This is an optimization exercise on Yosys and OpenROAD, whose aim is a short achievable clock period and few clock cycles per item, not a production implementation.
In this exercise RTL edits were held to simulation tests only and were not proved equivalent to the original.
Power is estimated from default activity; no workload was simulated.

==> flow/design.v, too long to show whole: its modules and the start of the top module <==
// module ssnr_ratio: 141 lines
// module ssnr_lead64: 37 lines
// module ssnr_sq32_s1: 1533 lines
// module ssnr_sq32_s2: 574 lines
// module ssnr_sq16: 434 lines
// module segmental_snr_meter: 333 lines
module segmental_snr_meter
#(
	parameter int MAX_FRAME_LENGTH = 4096
) (
	input  logic        clk,
	input  logic        arst_n,
	input  logic        s_axis_tvalid,
	output logic        s_axis_tready,
	input  logic [31:0] s_axis_tdata,   
	input  logic        s_axis_tlast,
	output logic        m_axis_tvalid,
	input  logic        m_axis_tready,
	output logic [31:0] m_axis_tdata,   
	output logic [1:0]  m_axis_tuser,   
	input  logic        cfg_valid,
	output logic        cfg_ready,
	input  logic [12:0] cfg_data
);
  // ...
==> flow/flow/run.sh <==
#!/bin/bash
# Layout: the standard flow (standard.sh) on the design's clock period and
# constraints, with the timing repair after placement, CTS and global routing aiming
# for 9.5 ns of setup slack (shortening every path longer than 3.5 ns) instead of the
# settings' at most 5 ns. ORFS's own logs stay in orfs/logs; standard.sh's output
# goes to standard.log.
set -euo pipefail
bash standard.sh SETUP_SLACK_MARGIN=9.5 finish > standard.log 2>&1
==> flow/standard.sh <==
#!/bin/bash
# synth_recipe.tcl (not shown) runs the flow's synth.tcl, then flattens the netlist and writes it again
# the make line also repeats each setting of config.mk as NAME=value (left out here)
make -C /OpenROAD-flow-scripts/flow DESIGN_CONFIG=/design/flow/config.mk WORK_HOME=/design/flow/orfs CLKGATE_MAP_FILE= SYNTH_SCRIPT=/design/flow/synth_recipe.tcl "${@:-finish}"
==> flow/config.mk <==
export PLATFORM = sky130hd
export DESIGN_NAME = segmental_snr_meter
export DESIGN_NICKNAME = segmental_snr_meter
export VERILOG_FILES = /design/flow/design.v
export SDC_FILE = /design/flow/constraint.sdc
export NUM_CORES = 4
export LEC_CHECK = 0
export ABC_CLOCK_PERIOD_IN_PS = 3500
export CAP_MARGIN = 20
export CORE_MARGIN = 2
export CORE_UTILIZATION = 65
export CTS_CLUSTER_DIAMETER = 150
export CTS_CLUSTER_SIZE = 20
export SLEW_MARGIN = 20
==> flow/constraint.sdc <==
create_clock -name core_clock -period 13.0 [get_ports {clk}]
set_input_delay 2.6000 -clock core_clock [delete_from_list [all_inputs] [get_ports {clk}]]
set_output_delay 2.6000 -clock core_clock [all_outputs]
set_load 0.01 [all_outputs]
==> run notes, run 1 <==
run status - complete, no violations
commonest non-fill, non-tap cell in the layout - nand2_1
clk root buf - clkbuf_16
multi-input gates - 7,876
Worst Hold Class - reg -> reg
Worst Clk Skew - 0.0410 ns
worst r2r src - u_ratio.neg
I/O Buffers - 87
CP delay by family, top - flip-flops
Routed Antenna Nets - 0
Top Consumer - combinational cells
Post-CTS Setup Bufs - 67
Layout clock area frac - 0.0243
largest cells by area after synthesis - edfxtp_1, dfxtp_1, fa_1, dfrtp_1, ha_1
busiest layer in global routing - met2
count leader, synth - nand2_1
Setup WS pre-CTS - 8.00 ns
Min-Delay Path Depth - 0
CP startpoint - m_axis_tvalid
Largest register FFs - 223
NetSw - 16.3 mW
fin crit share - 0.298
largest family of logic cells by synthesized area - adder cells
Regs by FF count - u_ratio.st_q: 223 flops, tq0: 130 flops, tq1: 130 flops
drt pass-1 iters - 7
non-clk buf share - 0.0331
met3 GRT Util - 0.0488
initial antenna violation count - 3
Post-synth EDFFs - 585
Comb. pwr - 21.9 mW
Simple-Gate Fraction of Synth Area - 0.138
Worst R2R End - s49_q[48]
register area share after synthesis - 0.400
io pins - 88
CTS tree - done
xor and xnor area share after synthesis - 0.0436
clock buffers - 170
setup_tns - 0 ns
Synth Area in Compound Gates - 0.146
Total Nets Final - 12.4k
Netlist cell types - 100
WHS Endpoint - a_close
M1 wire length - 125,000 um
fmax - 258 MHz
Buf/Inv on CP - 1
Testbench counts, summed over its fixed seeds: cycles 38,745, pairs 38,086.
==> run 2: changes to the inputs <==
--- a/flow/config.mk
+++ b/flow/config.mk
@@ -11,4 +11,4 @@
 export CORE_UTILIZATION = 65
-export CTS_CLUSTER_DIAMETER = 150
-export CTS_CLUSTER_SIZE = 20
+export CTS_CLUSTER_DIAMETER = 100
+export CTS_CLUSTER_SIZE = 30
 export SLEW_MARGIN = 20
==> run notes, run 2 <==
Die ar. - 173,000 um2 (unchanged)
Yosys top cell area share - 0.159 (unchanged)
Max transition margin - 0.212 (was 0.180)
Max Fanout on Critical Path - 1 (unchanged)
detailed-route wire length - 308,000 um (was 305,000 um)
dominant cell type by area after synthesis - edfxtp_1 (unchanged)
CTS Sinks - 1,796 (unchanged)
global route overflow - 0 (unchanged)
total power - 35.1 mW (was 35.2 mW)
Worst Reg-to-Reg Cells - 15 (unchanged)
drt pass-1 iters - 14 (was 7)
Least-Margin Pin Slew - 1.15 ns (was 1.22 ns)
Largest register FFs - 223 (unchanged)
H-tree levels - 3 (unchanged)
count of final hold-check violations - 0 (unchanged)
Routed Antenna Nets - 0 (unchanged)
vias in the first global route - 83.8k (was 83.9k)
CP delay by family, top - flip-flops (unchanged)
Synthesized Nets - 12.4k (unchanged)
Final Max Tran Viols - 0 (unchanged)
die height - 416 um (unchanged)
count leader, synth - nand2_1 (unchanged)
commonest non-fill, non-tap cell in the layout - nand2_1 (unchanged)
most frequent cells in the layout - nand2_1, nor2_1, inv_1, dfxtp_1, ha_1 (unchanged)
critical path capture point type - primary output (unchanged)
Worst path max stage delay - 0.38 ns (about the same)
GR Util All Layers - 0.346 (was 0.347)
clk slew on worst S/H paths - 0.10 ns (about the same)
unrepaired setup endpoints after global routing - true (unchanged)
Worst R2R End - s49_q[48] (unchanged)
post-synthesis register bit count - 1,796 (unchanged)
io pins - 88 (unchanged)
Mapped Area - 110,000 um2 (unchanged)
post-DR vias/cell - 6.35 (was 6.34)
final setup vio count - 0 (unchanged)
WHS Endpoint - a_close (unchanged)
I/O Buffers - 87 (unchanged)
initial antenna violation count - 7 (was 3)
DP HPWL - 214,000 um (unchanged)
DR WL/cell - 23.2 um (was 23.0 um)
Worst IR Drop VDD - 0.194 mV (was 0.224 mV)
kind of critical path - reg -> out (unchanged)
total number of vias - 84.4k (was 84.2k)
PwrDens - 291 nW/um2 (was 292 nW/um2)
largest cells by area after synthesis - edfxtp_1, dfxtp_1, fa_1, dfrtp_1, ha_1 (unchanged)
worst-path cell chain - buf_6 (unchanged)
fill count - 12.4k (about the same)
Netlist cell types - 100 (unchanged)
Worst Path Required - 10.40 ns (about the same)
GP Congestion - 0.968 (unchanged)
max-cap violations - 0 (unchanged)
share of cells above drive strength 1 - 0.103 (was 0.0976)
setup_tns - 0 ns (unchanged)
Regs by FF count - u_ratio.st_q: 223 flops, tq0: 130 flops, tq1: 130 flops (unchanged)
total number of yosys warnings - 3 (unchanged)
register area share after synthesis - 0.400 (unchanged)
post-synthesis async set-or-reset flop share - 0.252 (unchanged)
Buf/Inv on CP - 1 (unchanged)
pin count of the biggest net entering global routing - 98 (unchanged)
total CTS buffers - 73 (was 99)
DRC - 0 (unchanged)
Iter 0 DRT Violations - 8,035 (was 7,875)
Min-Delay Path Depth - 0 (unchanged)
Post-synth top cells - nand2_1, nor2_1, inv_1, dfxtp_1, ha_1 (unchanged)
R2R Setup Slk - 9.41 ns (was 9.35 ns)
Worst Clk Skew - 0.0301 ns (was 0.0410 ns)
Initial Utilization - 0.652 (unchanged)
Core Footprint - 169,000 um2 (unchanged)
clk root buf - clkbuf_16 (unchanged)
CTS tree - done (unchanged)
minimum clock period - 3.83 ns (was 3.88 ns)
Worst Hold Class - reg -> reg (unchanged)
worst skew pair latency - 0.76 ns (was 0.81 ns)
P&R area growth vs syn - 9.39% (was 9.30%)
Total Nets Final - 12.4k (about the same)
ys flop type - dfxtp_1 (unchanged)
cts hold-fix bufs - 0 (unchanged)
Startpoint Class - flop (unchanged)
syn avg cell area - 10.0 um2 (unchanged)
first-pass GRT wire length - 473,000 um (was 474,000 um)
Mapped Cells - 11.0k (unchanged)
fmax - 261 MHz (was 258 MHz)
fin crit share - 0.295 (was 0.298)
clock buffer depth - 3 (unchanged)
Post-synth EDFFs - 585 (unchanged)
run status - complete, no violations (unchanged)
Most flops, register - u_ratio.st_q (unchanged)
CP arrival - 1.23 ns (was 1.28 ns)
P_leak - 52.4 nW (about the same)
Slowest cell on crit path - dfxtp_4 (was dfxtp_2)
Chip Width - 416 um (unchanged)
worst r2r src - u_ratio.neg (unchanged)
hold path startpoint - i_close (unchanged)
Row Count - 151 (unchanged)
-- run 2: cell counts after synthesis --
No cell type changed its count.
-- run 2: worst max path at each step --
stage / from / end / slack, ns / cells after the start
after floorplan: u_ratio.cnt_q[3] / tq1[0] / 7.88 / 9
after global placement: arst_n / tot_q / 8.01 / 3
after detailed placement: arst_n / tot_q / 8.00 / 3
after CTS: m_axis_tuser[1] / m_axis_tuser[1] / 9.11 / 1
after global routing: m_axis_tuser[1] / m_axis_tuser[1] / 9.13 / 1
final: m_axis_tuser[1] / m_axis_tuser[1] / 9.17 / 1
-- run 2: layout make-up --
class	count	area (um2)	share of cell area
Antenna cell	3	7.51	0.0000623
Clock buffer	114	2050	0.0170
Clock inverter	18	278	0.00230
Inverter	817	3120	0.0259
Multi-Input combinational cell	7880	63700	0.528
Sequential cell	1796	44200	0.366
Tap cell	2218	2780	0.0230
Timing Repair Buffer	435	4450	0.0369
-- run 2: logic make-up after synthesis --
kind of cell,after synthesis,synth area share
and+or+nand+nor,3219,0.138
AOI/OAI and AO/OA,2426,0.146
DFF,1796,0.400
adders and majority gates,1331,0.193
buffers and inverters,1330,0.0466
xor gates and xnor gates,548,0.0436
muxes,343,0.0331
other,1,0.0000340
-- run 2: stage by stage --
step	worst slack, ns	cell area (um2)	instances	util	hold WS, ns
after floorplan	7.88	110000	11000	-	0.310
after global placement	8.01	113000	12900	0.669	0.310
after detailed placement	8.00	113000	12900	0.669	0.312
after CTS	9.11	117000	13100	0.694	0.336
after global routing	9.13	121000	13300	0.714	0.343
final	9.17	121000	13300	0.714	0.337
-- run 2: layer usage --
| layer | global-route usage | vias up | routed length [um] |
|---|---|---|---|
| li1 | - | 38300 | - |
| met1 | 0.460 | 41600 | 124000 |
| met2 | 0.571 | 3603 | 146000 |
| met3 | 0.0471 | 792 | 21800 |
| met4 | 0.149 | 8 | 16000 |
| met5 | 0 | - | 57 |
-- run 2: power by group --
group	switching [mW]	internal [mW]	leakage, nW
logic	12.8	9.26	33.5
clock network	1.83	1.20	1.12
registers	1.62	8.32	17.7
total	16.3	18.8	52.4
-- run 2: what timing repair did --
item,CTS,global route
buffers inserted,74,139
resized for setup,436,404
cloned,19,21
setup endpoints to repair,1183,844
pin swaps,52,141
==> run 3: changes to the inputs <==
--- a/flow/config.mk
+++ b/flow/config.mk
@@ -11,4 +11,4 @@
 export CORE_UTILIZATION = 65
-export CTS_CLUSTER_DIAMETER = 100
-export CTS_CLUSTER_SIZE = 30
+export CTS_CLUSTER_DIAMETER = 120
+export CTS_CLUSTER_SIZE = 25
 export SLEW_MARGIN = 20
==> run notes, run 3 <==
Worst Hold Class - reg -> reg (unchanged)
vias in the first global route - 83.7k (was 83.8k)
GR Util All Layers - 0.346 (about the same)
Total Nets Final - 12.4k (about the same)
kind of critical path - reg -> out (unchanged)
Worst Clk Skew - 0.0406 ns (was 0.0301 ns)
ys flop type - dfxtp_1 (unchanged)
WP depth - 1 (unchanged)
minimum clock period - 3.86 ns (was 3.83 ns)
Most flops, register - u_ratio.st_q (unchanged)
total number of vias - 84.0k (was 84.4k)
Slowest cell on crit path - dfxtp_4 (unchanged)
fin crit share - 0.297 (was 0.295)
syn avg cell area - 10.0 um2 (unchanged)
H-tree levels - 3 (unchanged)
Mapped Cells - 11.0k (unchanged)
register area share after synthesis - 0.400 (unchanged)
Regs by FF count - u_ratio.st_q: 223 flops, tq0: 130 flops, tq1: 130 flops (unchanged)
GP Congestion - 0.968 (unchanged)
share of cells above drive strength 1 - 0.104 (was 0.103)
CTS Sinks - 1,796 (unchanged)
setup_tns - 0 ns (unchanged)
Max Fanout on Critical Path - 1 (unchanged)
PwrDens - 291 nW/um2 (about the same)
R2R Setup Slk - 9.44 ns (was 9.41 ns)
detailed-route wire length - 306,000 um (was 308,000 um)
Worst Reg-to-Reg Cells - 13 (was 15)
final setup vio count - 0 (unchanged)
Yosys top cell area share - 0.159 (unchanged)
dominant cell type by area after synthesis - edfxtp_1 (unchanged)
DR WL/cell - 23.0 um (was 23.2 um)
first-pass GRT wire length - 473,000 um (about the same)
CP arrival - 1.26 ns (was 1.23 ns)
largest cells by area after synthesis - edfxtp_1, dfxtp_1, fa_1, dfrtp_1, ha_1 (unchanged)
most frequent cells in the layout - nand2_1, nor2_1, inv_1, dfxtp_1, ha_1 (unchanged)
max-cap violations - 0 (unchanged)
DP HPWL - 214,000 um (unchanged)
Row Count - 151 (unchanged)
clock buffer depth - 3 (unchanged)
DRC - 0 (unchanged)
critical path capture point type - primary output (unchanged)
CP delay by family, top - flip-flops (unchanged)
total CTS buffers - 82 (was 73)
count of final hold-check violations - 0 (unchanged)
Core Footprint - 169,000 um2 (unchanged)
P&R area growth vs syn - 9.27% (was 9.39%)
clk root buf - clkbuf_16 (unchanged)
Worst path max stage delay - 0.38 ns (about the same)
Worst IR Drop VDD - 0.230 mV (was 0.194 mV)
post-DR vias/cell - 6.32 (was 6.35)
cell area after placement - 113,000 um2 (unchanged)
unrepaired setup endpoints after global routing - true (unchanged)
worst r2r src - u_ratio.mag[7] (was u_ratio.neg)
post-synthesis async set-or-reset flop share - 0.252 (unchanged)
Synthesized Nets - 12.4k (unchanged)
Startpoint Class - flop (unchanged)
P_leak - 52.3 nW (was 52.4 nW)
Worst R2R End - s49_q[47] (was s49_q[48])
Iter 0 DRT Violations - 7,638 (was 8,035)
post-synthesis register bit count - 1,796 (unchanged)
worst-path cell chain - buf_6 (unchanged)
io pins - 88 (unchanged)
clk slew on worst S/H paths - 0.10 ns (about the same)
final instance area - 120,000 um2 (was 121,000 um2)
Max transition margin - 0.218 (was 0.212)
CP startpoint - m_axis_tuser[1] (unchanged)
Die ar. - 173,000 um2 (unchanged)
global route overflow - 0 (unchanged)
Chip Width - 416 um (unchanged)
pin count of the biggest net entering global routing - 98 (unchanged)
Final Max Tran Viols - 0 (unchanged)
fill count - 12.4k (about the same)
die height - 416 um (unchanged)
drt pass-1 iters - 6 (was 14)
worst skew pair latency - 0.78 ns (was 0.76 ns)
Least-Margin Pin Slew - 1.14 ns (was 1.15 ns)
Post-synth EDFFs - 585 (unchanged)
Netlist cell types - 100 (unchanged)
Buf/Inv on CP - 1 (unchanged)
Routed Antenna Nets - 0 (unchanged)
I/O Buffers - 87 (unchanged)
CTS tree - done (unchanged)
commonest non-fill, non-tap cell in the layout - nand2_1 (unchanged)
Mapped Area - 110,000 um2 (unchanged)
fmax - 259 MHz (was 261 MHz)
Initial Utilization - 0.652 (unchanged)
initial antenna violation count - 5 (was 7)
Largest register FFs - 223 (unchanged)
Final Util - 0.713 (was 0.714)
run status - complete, no violations (unchanged)
Post-synth top cells - nand2_1, nor2_1, inv_1, dfxtp_1, ha_1 (unchanged)
Worst Path Required - 10.40 ns (about the same)
total number of yosys warnings - 3 (unchanged)
crit path capture - m_axis_tuser[1] (unchanged)
count leader, synth - nand2_1 (unchanged)
## run 3: cell count changes in the layout (fill, tap and decap cells not counted), sizes merged, moves of 2 or more
cell / previous run / this run
clkbuf: 129 / 148
buf: 364 / 368
inv: 818 / 815
bufinv: 3 / 1
clkinvlp: 8 / 6
diode: 3 / 1
nor2: 932 / 930
## run 3: layout make-up
| type | instances | area, um2 | area share |
|---|---|---|---|
| antenna | 1 | 2.50 | 0.0000208 |
| clock buffer | 139 | 2330 | 0.0193 |
| clock inverter | 11 | 114 | 0.000946 |
| inverter | 817 | 3100 | 0.0258 |
| multi-input combinational | 7877 | 63700 | 0.529 |
| sequential | 1796 | 44200 | 0.367 |
| tap | 2218 | 2780 | 0.0230 |
| timing repair buffer | 432 | 4240 | 0.0352 |
## run 3: through the flow
stage / std cells / power (mW) / hold slack [ns] / setup WS, ns
after floorplan: 11000 / 24.2 / 0.310 / 7.88
after global placement: 12900 / 29.4 / 0.310 / 8.01
final: 13300 / 35.0 / 0.333 / 9.14
after CTS: 13100 / 34.0 / 0.333 / 9.08
after global routing: 13300 / 38.1 / 0.340 / 9.12
after detailed placement: 12900 / 30.4 / 0.312 / 8.00
## run 3: power breakdown
part           total [mW]  switching (mW)  internal [mW]
registers            9.93            1.62           8.32
clock network        3.11            1.84           1.26
logic                21.9            12.8           9.17
total                35.0            16.2           18.8
## run 3: per-layer routing
metal  vias to the layer above  wire, um  track usage
met2                      3470    145000        0.569
met5                         -        58            0
li1                      38300         -            -
met1                     41500    124000        0.460
met4                         8     15100        0.156
met3                       739     22000       0.0472
## run 3: repair_timing
item                                    in CTS  in global routing
hold buffers                                 0                  0
buffers inserted                            70                143
pin swaps                                   58                134
endpoints found under the setup margin    1192                867
gates cloned                                19                 15
gates resized for setup                    438                387
## run 3: logic make-up after synthesis
kind of cell,share of synthesized area
adders and majority gates,0.193
DFF,0.400
AOI/OAI and AO/OA,0.146
muxes,0.0331
buffers and inverters,0.0466
other,0.0000340
and+or+nand+nor,0.138
xor gates and xnor gates,0.0436
## run 3: worst min-delay path by stage
stage / startpoint / endpoint / depth (start not counted)
after detailed placement: i_close / a_close / 0
after global placement: a_last / b_last / 0
after CTS: b_last / c_last / 0
after floorplan: i_close / a_close / 0
final: b_last / c_last / 0
after global routing: b_last / c_last / 0
==> run 4: changes to the inputs <==
--- a/flow/config.mk
+++ b/flow/config.mk
@@ -10,3 +10,3 @@
 export CORE_MARGIN = 2
-export CORE_UTILIZATION = 65
+export CORE_UTILIZATION = 75
 export CTS_CLUSTER_DIAMETER = 120
==> run notes, run 4 <==
run status - complete, no violations (unchanged)
Worst Reg-to-Reg Cells - 15 (was 13)
total number of vias - 86.7k (was 84.0k)
Worst path max stage delay - 0.33 ns (was 0.38 ns)
syn avg cell area - 10.0 um2 (unchanged)
detailed-route wire length - 309,000 um (was 306,000 um)
CP arrival - 1.19 ns (was 1.26 ns)
drt pass-1 iters - 7 (was 6)
NetSw - 16.7 mW (was 16.2 mW)
Setup WS post-layout - 9.21 ns (was 9.14 ns)
Post-synth top cells - nand2_1, nor2_1, inv_1, dfxtp_1, ha_1 (unchanged)
PwrDens - 298 nW/um2 (was 291 nW/um2)
DR WL met2 - 148,000 um (was 145,000 um)
final setup vio count - 0 (unchanged)
I/O Buffers - 87 (unchanged)
largest cells by area after synthesis - edfxtp_1, dfxtp_1, fa_1, dfrtp_1, ha_1 (unchanged)
Least-Margin Pin Slew - 1.16 ns (was 1.14 ns)
unrepaired setup endpoints after global routing - true (unchanged)
ys flop type - dfxtp_1 (unchanged)
R2R Setup Slk - 9.27 ns (was 9.44 ns)
Die ar. - 150,000 um2 (was 173,000 um2)
Max Fanout on Critical Path - 1 (unchanged)
kind of critical path - reg -> out (unchanged)
fill count - 8,240 (was 12.4k)
share of cells above drive strength 1 - 0.0942 (was 0.104)
Worst Hold Class - reg -> reg (unchanged)
register area share after synthesis - 0.400 (unchanged)
WP depth - 1 (unchanged)
dominant cell type by area after synthesis - edfxtp_1 (unchanged)
worst-path cell chain - buf_6 (unchanged)
total CTS buffers - 82 (unchanged)
Comb pwr share - 0.635 (was 0.627)
Post-synth EDFFs - 585 (unchanged)
Total Nets Final - 12.3k (was 12.4k)
clk slew on worst S/H paths - 0.10 ns (about the same)
Int Pwr - 18.9 mW (was 18.8 mW)
worst skew pair latency - 0.76 ns (was 0.78 ns)
WL met3 - 28,800 um (was 22,000 um)
fmax - 264 MHz (was 259 MHz)
setup_tns - 0 ns (unchanged)
count leader, synth - nand2_1 (unchanged)
H-tree levels - 3 (unchanged)
Buf/Inv on CP - 1 (unchanged)
DP HPWL - 212,000 um (was 214,000 um)
vias in the first global route - 85.9k (was 83.7k)
Final Max Tran Viols - 0 (unchanged)
Routed Antenna Nets - 0 (unchanged)
cts hold-fix bufs - 0 (unchanged)
first-pass GRT wire length - 469,000 um (was 473,000 um)
clock buffer depth - 3 (unchanged)
Startpoint Class - flop (unchanged)
Most flops, register - u_ratio.st_q (unchanged)
GR Util All Layers - 0.394 (was 0.346)
Core Footprint - 146,000 um2 (was 169,000 um2)
P&R area growth vs syn - 8.35% (was 9.27%)
total number of yosys warnings - 3 (unchanged)
io pins - 88 (unchanged)
minimum clock period - 3.79 ns (was 3.86 ns)
clock power share - 0.086 (was 0.089)
initial antenna violation count - 4 (was 5)
count of final hold-check violations - 0 (unchanged)
Worst Path Required - 10.40 ns (about the same)
DR WL/cell - 23.9 um (was 23.0 um)
crit path capture - cfg_ready (was m_axis_tuser[1])
pin count of the biggest net entering global routing - 96 (was 98)
Synthesized Nets - 12.4k (unchanged)
Initial Utilization - 0.756 (was 0.652)
Sw Ratio - 0.470 (was 0.464)
clk root buf - clkbuf_16 (unchanged)
CP delay by family, top - flip-flops (unchanged)
Mapped Cells - 11.0k (unchanged)
Setup WS pre-CTS - 7.40 ns (was 8.00 ns)
Worst R2R End - fs_hi[3] (was s49_q[47])
CP startpoint - cfg_rdy_q (was m_axis_tuser[1])
max-cap violations - 0 (unchanged)
M1 wire length - 113,000 um (was 124,000 um)
P_leak - 52.2 nW (was 52.3 nW)
Mapped Area - 110,000 um2 (unchanged)
global route overflow - 0 (unchanged)
multi-input logic area - 63,400 um2 (was 63,700 um2)
Netlist cell types - 100 (unchanged)
Worst IR Drop VDD - 0.230 mV (about the same)
DRC - 0 (unchanged)
register area - 44,200 um2 (about the same)
die height - 387 um (was 416 um)
Chip Width - 387 um (was 416 um)
Max transition margin - 0.219 (was 0.218)
post-synthesis register bit count - 1,796 (unchanged)
Yosys top cell area share - 0.159 (unchanged)
worst r2r src - fs_lo[5] (was u_ratio.mag[7])
post-DR vias/cell - 6.70 (was 6.32)
Seq pwr share - 0.279 (was 0.284)
fin crit share - 0.291 (was 0.297)
CTS tree - done (unchanged)
Worst Clk Skew - 0.0471 ns (was 0.0406 ns)
most frequent cells in the layout - nand2_1, nor2_1, inv_1, dfxtp_1, ha_1 (unchanged)
Top Metal Used - met5 (unchanged)
Regs by FF count - u_ratio.st_q: 223 flops, tq0: 130 flops, tq1: 130 flops (unchanged)
CTS Sinks - 1,796 (unchanged)
critical path capture point type - primary output (unchanged)
Row Count - 140 (was 151)
Iter 0 DRT Violations - 9,662 (was 7,638)
commonest non-fill, non-tap cell in the layout - nand2_1 (unchanged)
post-synthesis async set-or-reset flop share - 0.252 (unchanged)
Slowest cell on crit path - dfxtp_2 (was dfxtp_4)
Largest register FFs - 223 (unchanged)
GP Congestion - 1.05 (was 0.968)
## run 4: worst min-delay path by stage
| stage | from | end | slack [ns] | cells past startpoint |
|---|---|---|---|---|
| after floorplan | i_close | a_close | 0.31 | 0 |
| after global placement | b_close | c_close | 0.32 | 0 |
| after detailed placement | u_ratio.t0_q | u_ratio.t1_q | 0.31 | 0 |
| after CTS | b_close | c_close | 0.34 | 0 |
| after global routing | b_close | c_close | 0.34 | 0 |
| final | i_last | a_last | 0.34 | 0 |
## run 4: metrics by stage
stage               instances  hold slack (ns)  utilization  instance area [um2]  power (mW)
finish                  12900            0.337        0.819               119000        35.6
global route            12900            0.340        0.819               119000        38.3
CTS                     12800            0.337        0.800               117000        34.2
detailed placement      12600            0.313        0.772               113000        30.5
global placement        12600            0.316        0.772               113000        29.2
floorplan               11000            0.310            -               110000        24.2
## run 4: kinds of logic (layout without fill, tap and decap cells)
logic type	count (synthesis)	in the layout	synth area share
and+or+nand+nor	3219	3228	0.138
DFF	1796	1796	0.400
other	1	2	0.0000340
buffers and inverters	1330	1353	0.0466
xor gates and xnor gates	548	548	0.0436
adders and majority gates	1331	1331	0.193
AOI/OAI and AO/OA	2426	2429	0.146
muxes	343	343	0.0331
## run 4: cell type report
class / instances / share of cell area
multi-input combinational: 7880 / 0.531
sequential: 1796 / 0.370
timing repair buffer: 389 / 0.0329
inverter: 817 / 0.0260
tap: 1917 / 0.0201
clock buffer: 136 / 0.0191
clock inverter: 10 / 0.00119
timing repair inverter: 1 / 0.0000419
antenna: 1 / 0.0000210
## run 4: what timing repair did
| action | CTS | global route |
|---|---|---|
| resized for setup | 399 | 335 |
| gates cloned | 17 | 18 |
| setup endpoints to repair | 1361 | 809 |
| setup buffers | 51 | 127 |
| pin swaps | 52 | 131 |
## run 4: worst reg2reg max path: stages (launching register included)
cell	delay (ns)
dfrtp_1	0.41
ha_1	0.25
a2111oi_2	0.52
o21ai_2	0.16
nand2_2	0.18
o31ai_4	0.11
a211oi_4	0.40
o211ai_1	0.24
buf_4	0.19
buf_4	0.13
a21oi_1	0.20
nor2b_1	0.12
o31ai_4	0.26
buf_12	0.16
buf_4	0.17
a22o_1	0.16
## run 4: power by group through the flow
stage | Clock (mW) | Sequential [mW] | Combinational, mW
final | 3.06 | 9.94 | 22.6
after CTS | 3.07 | 9.84 | 21.3
after global routing | 3.25 | 10.1 | 25.0
after detailed placement | 0 | 9.95 | 20.6
after floorplan | 0 | 9.20 | 15.0
after global placement | 0 | 9.87 | 19.3
## run 4: metal layers
| layer | vias up | global-route usage |
|---|---|---|
| li1 | 38200 | - |
| met1 | 41900 | 0.503 |
| met2 | 5293 | 0.659 |
| met3 | 1275 | 0.0587 |
| met4 | 2 | 0.197 |
| met5 | - | 0.000957 |

## static timing again, ports no longer ideal
The results above use ideal ports. As a check the final layouts listed here were re-extracted and re-timed, cells and wires unchanged. Step 1 assumes that a clkbuf_16 drives the clock port and a buf_2 every other input. Step 2 adds t to the input delays and takes it off the output delays; t is the mean of the earliest and latest rising clock arrival at the registers after step 1. Input paths then give back, and output paths get back, about the clock's delay inside the block. Three values: ideal, step 1, step 2; two values: the first two.
run | shift t [ns] | setup slack, ns | cell pins on the clock port's net
run 1 | 0.865 | 9.124 / 9.038 / 8.801 | 1
run 2 | 0.831 | 9.167 / 9.081 / 8.811 | 1
run 3 | 0.851 | 9.139 / 9.044 / 8.803 | 1
run 4 | 0.821 | 9.211 / 9.124 / 8.873 | 1
After both steps setup and hold are still met in every run listed. For run 2, which loses most, drivers alone change the setup slack by -0.086 ns; drivers and shift together by -0.356 ns. Setup slack includes reset recovery checks.
